From an optimization exercise on the open Yosys and OpenROAD flow, aimed at small area and a short achievable clock period; shortcuts taken in it are not production practice. RTL that was checked went through simulation tests only; none was proved equivalent to the original. Power and IR drop assume default switching activity.

// breakout_top
module breakout_top (
    input  logic        clk,
    input  logic        rst,
    input  logic [3:0]  ctrl,      
    input  logic        vsync,
    input  logic [20:0] px,        
    output logic [23:0] rgb,       
    output logic        started,
    output logic        over
);
For scale: roughly 970 cells after synthesis, about 75 flip-flops, ~54 I/O pins, about 8000 µm² of cells after synthesis.
export LEC_CHECK = 0
export CAP_MARGIN = 20
export CORE_MARGIN = 2
export CORE_UTILIZATION = 60
export CTS_BUF_LIST = sky130_fd_sc_hd__clkbuf_8
export SLEW_MARGIN = 20
create_clock -name core_clock -period 14.0 [get_ports {clk}]
standard.sh (not shown) runs the stock make flow with config.mk's settings and CLKGATE_MAP_FILE= SYNTH_SCRIPT=/design/flow/synth_recipe.tcl, a recipe that flattens the netlist after the stock synthesis.
==> flow/flow/run.sh <==
#!/bin/bash
# Standard layout, with buf_2 port buffers and timing repair aiming for 9.2 ns of setup slack.
set -euo pipefail
bash standard.sh "BUFFER_PORTS_ARGS=-buffer_cell sky130_fd_sc_hd__buf_2" SETUP_SLACK_MARGIN=9.2 finish > standard_make.log 2>&1
The baseline finished with timing, DRC and antenna clean.
==> next run, changes <==
--- a/flow/design.v
+++ b/flow/design.v
@@ -19,26 +19,25 @@
             over    <= 1'b0;
         end else begin
             vsync_q <= vsync;
             step    <= vsync & ~vsync_q & started & ~over & ~ctrl[0];
             if (ctrl[3]) started <= 1'b1;
             if (step && ball_lost) over <= 1'b1;
         end
     end
-    logic [8:0] padl_r, by_r;
+    logic [8:0] padl_r;
     logic [9:0] padl;            
+    assign padl = {1'b0, padl_r};
     logic [9:0] bx, by;          
-    logic [24:0] dead;           
-    assign padl = {1'b0, padl_r};
-    assign by   = {1'b0, by_r};
     logic [3:0] vx;              
     logic [1:0] vym1;            
     logic       dx, dy;          
     logic [4:0] hxp;             
+    logic [24:0] dead;           
     logic [24:0] alive;
     assign alive = ~dead;
     assign ball_lost = by >= 10'd427;
     logic [9:0] padl_n;
     always_comb begin
         logic [7:0] moved;
         moved  = padl[9:2] + (ctrl[2] ? 8'hFF : 8'h01);
         padl_n = padl;
@@ -104,27 +103,27 @@
         end
         if (bounce_x) dx_n = ~dx;
         if (bounce_y) dy_n = ~dy;
     end
     always_ff @(posedge clk or negedge rst) begin
         if (!rst) begin
             padl_r <= 9'd331;
             bx    <= 10'd371;
-            by_r   <= 9'd286;
+            by    <= 10'd286;
             vx    <= 4'd0;
             vym1  <= 2'd1;
             dx    <= 1'b1;
             dy    <= 1'b1;
             hxp   <= 5'b00100;
             dead  <= '0;
         end else if (step) begin
             padl_r <= padl_n[8:0];
             bx    <= bx_n;
-            by_r   <= by_n[8:0];
+            by    <= by_n;
             vx    <= vx_n;
             vym1  <= vym1_n;
             dx    <= dx_n;
             dy    <= dy_n;
             hxp   <= hx;
             dead  <= dead | hit;
         end
     end
Wire length went down by 5.6%.
Worst hold slack barely changes.
Worst setup slack improved by 0.039 ns.
Final cell count decreases by 4.1%.
Non-clock buffer count drops by 13.
Synthesized area shrinks by 5.0%.
Synthesized cell count decreases by 4.0%.
Via count fell by 6.4%.
Total power rose by 0.65%.
Die area is lower by 4.8%.
Sequential share of layout area goes up by 1.9 points.
Clock power went up by about 4%.
Clock-buffer cell count does not change.
Global-route usage is higher by 0.47 points.
The RTL of the first run of this note was laid out without a check of its function.

========
The RTL this note starts from:
==> flow/design.v <==
`timescale 1ns/1ns
module breakout_top (
    input  logic        clk,
    input  logic        rst,
    input  logic [3:0]  ctrl,      
    input  logic        vsync,
    input  logic [20:0] px,        
    output logic [23:0] rgb,       
    output logic        started,
    output logic        over
);
    logic vsync_q, step;
    logic ball_lost;
    always_ff @(posedge clk or negedge rst) begin
        if (!rst) begin
            vsync_q <= 1'b0;
            step    <= 1'b0;
            started <= 1'b0;
            over    <= 1'b0;
        end else begin
            vsync_q <= vsync;
            step    <= vsync & ~vsync_q & started & ~over & ~ctrl[0];
            if (ctrl[3]) started <= 1'b1;
            if (step && ball_lost) over <= 1'b1;
        end
    end
    logic [9:0] padl;            
    logic [9:0] bx, by;          
    logic [3:0] vx;              
    logic [1:0] vym1;            
    logic       dx, dy;          
    logic [4:0] hxp;             
    logic [24:0] alive;
    assign ball_lost = by >= 10'd427;
    logic [9:0] padl_n;
    always_comb begin
        logic [7:0] moved;
        moved  = padl[9:2] + (ctrl[2] ? 8'hFF : 8'h01);
        padl_n = padl;
        if (ctrl[2])      padl_n = (padl > 10'd228) ? {moved, padl[1:0]} : 10'd224;
        else if (ctrl[1]) padl_n = (padl < 10'd484) ? {moved, padl[1:0]} : 10'd488;
    end
    logic [4:0] hx;              
    logic [4:0] hy;              
    logic [24:0] hit;
    logic [4:0] colhit;
    logic bounce_x, bounce_y;
    always_comb begin
        for (int c = 0; c < 5; c++)
            hx[c] = (bx >= 10'(248 + 50 * c)) && (bx <= 10'(300 + 50 * c));
        for (int r = 0; r < 5; r++)
            hy[r] = (by >= 10'(103 + 20 * r)) && (by <= 10'(130 + 20 * r));
        for (int r = 0; r < 5; r++)
            for (int c = 0; c < 5; c++)
                hit[r*5+c] = alive[r*5+c] & hy[r] & hx[c];
        for (int c = 0; c < 5; c++)
            colhit[c] = hit[c] | hit[5+c] | hit[10+c] | hit[15+c] | hit[20+c];
        bounce_x = |(colhit & ~hxp);
        bounce_y = |(colhit & hxp);
    end
    logic        paddle_hit;
    logic [10:0] u;
    logic [6:0]  ul;
    logic [3:0]  angle;
    logic [1:0]  angle_vym1;
    always_comb begin
        u  = {1'b0, bx} - {1'b0, padl};
        ul = u[6:0];
        paddle_hit = (by >= 10'd414) && (by <= 10'd425) && (u[10:7] == 4'd0) && (ul <= 7'd80);
        angle = 4'd8;
        for (int i = 7; i >= 0; i--)
            if (ul >= 7'(38 - 4 * i) && ul <= 7'(42 + 4 * i)) angle = 4'(i);
        if (ul >= 7'd30 && ul <= 7'd50)      angle_vym1 = 2'd3;
        else if (ul >= 7'd18 && ul <= 7'd62) angle_vym1 = 2'd2;
        else if (ul >= 7'd10 && ul <= 7'd70) angle_vym1 = 2'd1;
        else                                 angle_vym1 = 2'd0;
    end
    logic [9:0] bx_n, by_n;
    logic [3:0] vx_n;
    logic [1:0] vym1_n;
    logic       dx_n, dy_n;
    always_comb begin
        bx_n = ((bx ^ {10{~dx}}) + {6'd0, vx}) ^ {10{~dx}};
        by_n = ((by ^ {10{~dy}}) + {7'd0, 3'(vym1) + 3'd1}) ^ {10{~dy}};
        vx_n = vx;
        vym1_n = vym1;
        dx_n = dx;
        dy_n = dy;
        if (bx <= 10'd230)      dx_n = 1'b1;
        else if (bx >= 10'd562) dx_n = 1'b0;
        if (by <= 10'd95)       dy_n = 1'b1;
        else if (by >= 10'd427) dy_n = 1'b0;
        if (paddle_hit) begin
            by_n   = 10'd413;
            dy_n   = 1'b0;
            dx_n   = ul > 7'd40;
            vx_n   = angle;
            vym1_n = angle_vym1;
        end
        if (bounce_x) dx_n = ~dx;
        if (bounce_y) dy_n = ~dy;
    end
    always_ff @(posedge clk or negedge rst) begin
        if (!rst) begin
            padl  <= 10'd331;
            bx    <= 10'd371;
            by    <= 10'd286;
            vx    <= 4'd0;
            vym1  <= 2'd1;
            dx    <= 1'b1;
            dy    <= 1'b1;
            hxp   <= 5'b00100;
            alive <= '1;
        end else if (step) begin
            padl  <= padl_n;
            bx    <= bx_n;
            by    <= by_n;
            vx    <= vx_n;
            vym1  <= vym1_n;
            dx    <= dx_n;
            dy    <= dy_n;
            hxp   <= hx;
            alive <= alive & ~hit;
        end
    end
    logic [9:0] qx, qy;
    logic       act;
    assign qx  = px[20:11];
    assign qy  = px[10:1];
    assign act = px[0];
    logic border, on_ball, on_paddle;
    logic [4:0] pcol, prow;
    logic okx, oky, okp;
    logic [3:0] dx4, dy4;
    localparam logic [255:0] DISC =
        256'hf83ff83ff83ff01fe00f00010000000000000001e00ff01ff83ff83ff83ffc7f;
    logic [6:0] tl;
    near16 u_nx (.a(qx), .b(bx), .ok(okx), .d(dx4));
    near16 u_ny (.a(qy), .b(by), .ok(oky), .d(dy4));
    near128 u_np (.a(qx), .b(padl), .ok(okp), .d(tl));
    always_comb begin
        border = (qx >= 10'd221) && (qx <= 10'd570) && (qy >= 10'd86) && (qy <= 10'd435) &&
                 !((qx >= 10'd224) && (qx <= 10'd567) && (qy >= 10'd89) && (qy <= 10'd432));
        on_ball = okx & oky & DISC[{dx4, dy4}];
        on_paddle = okp & (((qy == 10'd420) && tl <= 7'd80) ||
                           ((qy >= 10'd417 && qy <= 10'd423 && qy != 10'd420) && tl >= 7'd1 && tl <= 7'd79) ||
                           ((qy == 10'd416 || qy == 10'd424) && tl >= 7'd2 && tl <= 7'd78) ||
                           ((qy == 10'd415 || qy == 10'd425) && tl >= 7'd5 && tl <= 7'd75));
        for (int c = 0; c < 5; c++)
            pcol[c] = qx >= 10'(254 + 50 * c) && qx <= 10'(293 + 50 * c);
        for (int r = 0; r < 5; r++)
            prow[r] = qy >= 10'(109 + 20 * r) && qy <= 10'(123 + 20 * r) &&
                      |(pcol & alive[r*5 +: 5]);
    end
    logic       playing;
    logic [3:0] bgc, bgc_q;      
    logic       bl_q, pd_q;
    always_comb begin
        playing = act & started & ~over & ~border;
        if (!act)          bgc = 4'd0;
        else if (!started) bgc = 4'd1;
        else if (over)     bgc = 4'd2;
        else if (border)   bgc = 4'd3;
        else               bgc = {|prow, prow[4], prow[2] | prow[3], prow[1] | prow[3]};
    end
    always_ff @(posedge clk or negedge rst) begin
        if (!rst) begin
            bgc_q <= 4'd0;
            bl_q  <= 1'b0;
            pd_q  <= 1'b0;
        end else begin
            bgc_q <= bgc;
            bl_q  <= playing & on_ball;
            pd_q  <= playing & on_paddle;
        end
    end
    always_comb begin
        if (bl_q)      rgb = 24'hFF0000;
        else if (pd_q) rgb = 24'hFFFFFF;
        else begin
            case (bgc_q)
                4'd1:    rgb = 24'h202040;
                4'd2:    rgb = 24'h800000;
                4'd3:    rgb = 24'h4BA3C3;
                4'd8:    rgb = 24'hFFADAD;
                4'd9:    rgb = 24'hFDFFB6;
                4'd10:   rgb = 24'hCAFFBF;
                4'd11:   rgb = 24'h9BF6FF;
                4'd12:   rgb = 24'hBDB2FF;
                default: rgb = 24'h000000;
            endcase
        end
    end
endmodule
module near16 (
    input  logic [9:0] a,
    input  logic [9:0] b,
    output logic       ok,
    output logic [3:0] d
);
    logic [4:0] l;
    logic [6:0] ah, bh, x;
    logic zr, on;
    always_comb begin
        begin
            logic [3:0] g, p;
            logic [4:0] bw;
            g = ~a[3:0] & b[3:0];
            p = ~(a[3:0] ^ b[3:0]);
            bw[0] = 1'b0;
            bw[1] = g[0];
            bw[2] = g[1] | (p[1] & g[0]);
            bw[3] = g[2] | (p[2] & g[1]) | (p[2] & p[1] & g[0]);
            bw[4] = g[3] | (p[3] & g[2]) | (p[3] & p[2] & g[1]) | (p[3] & p[2] & p[1] & g[0]);
            l = {bw[4], ~p ^ bw[3:0]};
        end
        d  = l[3:0];
        ah = {1'b0, a[9:4]};
        bh = ~{1'b0, b[9:4]};
        x  = ah ^ bh;
        zr = 1'b1;
        on = 1'b1;
        for (int i = 1; i < 7; i++) begin
            zr &= x[i] == (ah[i-1] | bh[i-1]);
            on &= x[i] == ~(ah[i-1] & bh[i-1]);
        end
        zr &= x[0] == ~l[4];
        on &= x[0] == l[4];
        ok = d[3] ? on : zr;
    end
endmodule
module near128 (
    input  logic [9:0] a,
    input  logic [9:0] b,
    output logic       ok,
    output logic [6:0] d
);
    logic [7:0] l;
    logic [2:0] ah, bh;
    always_comb begin
        begin
            logic [6:0] g, p;
            logic [7:0] bw;
            g = ~a[6:0] & b[6:0];
            p = ~a[6:0] | b[6:0];
            bw[0] = 1'b0;
            bw[1] = (g[0]);
            bw[2] = (g[0] & p[1]) |
                    (g[1]);
            bw[3] = (g[0] & p[1] & p[2]) |
                    (g[1] & p[2]) |
                    (g[2]);
            bw[4] = (g[0] & p[1] & p[2] & p[3]) |
                    (g[1] & p[2] & p[3]) |
                    (g[2] & p[3]) |
                    (g[3]);
            bw[5] = (g[0] & p[1] & p[2] & p[3] & p[4]) |
                    (g[1] & p[2] & p[3] & p[4]) |
                    (g[2] & p[3] & p[4]) |
                    (g[3] & p[4]) |
                    (g[4]);
            bw[6] = (g[0] & p[1] & p[2] & p[3] & p[4] & p[5]) |
                    (g[1] & p[2] & p[3] & p[4] & p[5]) |
                    (g[2] & p[3] & p[4] & p[5]) |
                    (g[3] & p[4] & p[5]) |
                    (g[4] & p[5]) |
                    (g[5]);
            bw[7] = (g[0] & p[1] & p[2] & p[3] & p[4] & p[5] & p[6]) |
                    (g[1] & p[2] & p[3] & p[4] & p[5] & p[6]) |
                    (g[2] & p[3] & p[4] & p[5] & p[6]) |
                    (g[3] & p[4] & p[5] & p[6]) |
                    (g[4] & p[5] & p[6]) |
                    (g[5] & p[6]) |
                    (g[6]);
            l = {bw[7], a[6:0] ^ b[6:0] ^ bw[6:0]};
        end
        d  = l[6:0];
        ah = a[9:7];
        bh = b[9:7];
        ok = l[7] ? (ah == bh + 3'd1 && bh != 3'd7) : (ah == bh);
    end
endmodule
clock: 14.0 ns
lec_check: 0
cap_margin: 20
core_margin: 2
core_utilization: 60
cts_buf_list: sky130_fd_sc_hd__clkbuf_8
slew_margin: 20
==> flow/flow/run.sh <==
#!/bin/bash
# Standard layout, with buf_2 port buffers and timing repair aiming for 9.4 ns of setup slack.
set -euo pipefail
bash standard.sh "BUFFER_PORTS_ARGS=-buffer_cell sky130_fd_sc_hd__buf_2" SETUP_SLACK_MARGIN=9.4 finish > standard_make.log 2>&1
Edit:
--- a/flow/design.v
+++ b/flow/design.v
@@ -27,13 +27,15 @@
     logic [9:0] padl;            
     logic [9:0] bx, by;          
     logic [3:0] vx;              
     logic [1:0] vym1;            
     logic       dx, dy;          
     logic [4:0] hxp;             
+    logic [24:0] dead;           
     logic [24:0] alive;
+    assign alive = ~dead;
     assign ball_lost = by >= 10'd427;
     logic [9:0] padl_n;
     always_comb begin
         logic [7:0] moved;
         moved  = padl[9:2] + (ctrl[2] ? 8'hFF : 8'h01);
         padl_n = padl;
@@ -107,23 +109,23 @@
             by    <= 10'd286;
             vx    <= 4'd0;
             vym1  <= 2'd1;
             dx    <= 1'b1;
             dy    <= 1'b1;
             hxp   <= 5'b00100;
-            alive <= '1;
+            dead  <= '0;
         end else if (step) begin
             padl  <= padl_n;
             bx    <= bx_n;
             by    <= by_n;
             vx    <= vx_n;
             vym1  <= vym1_n;
             dx    <= dx_n;
             dy    <= dy_n;
             hxp   <= hx;
-            alive <= alive & ~hit;
+            dead  <= dead | hit;
         end
     end
     logic [9:0] qx, qy;
     logic       act;
     assign qx  = px[20:11];
     assign qy  = px[10:1];
What happened: The new run completed without violations. Total power rose by about 6%. Routed wire length fell by about 1.4%. First-iteration DRC count fell by 1.7%. Combinational power rose by about 6%. Worst setup slack gets better by 0.081 ns.

-- afterwards: timing with drivers on the ports --
How much do the figures lean on ideal ports? The routed layouts below were timed once more, with nothing changed but the port constraints.
Step 1, drivers: a clkbuf_16 drives clk and a buf_2 each remaining input, both assumed.
Step 2 adds t to the input delays and takes it off the output delays; t is the mean of the earliest and latest rising clock arrival at the registers after step 1. Input paths then give back, and output paths get back, about the clock's delay inside the block.
Slacks: ideal / step 1 / step 2; pairs: ideal / step 1.
run | shift t [ns] | slack for setup (ns) | cell pins on the clock port's net
the first run of note 1 | 0.403 | 9.247 / 9.216 / 8.813 | 1
the second run of note 1 | 0.414 | 9.286 / 9.249 / 8.893 | 1
the first run of note 2 | 0.408 | 9.333 / 9.301 / 8.938 | 1
the second run of note 2 | 0.409 | 9.414 / 9.375 / 9.050 | 1
After both steps every run listed still meets setup and hold. For the first run of note 1, which loses most, drivers alone change the setup slack by -0.031 ns; drivers and shift together by -0.434 ns.
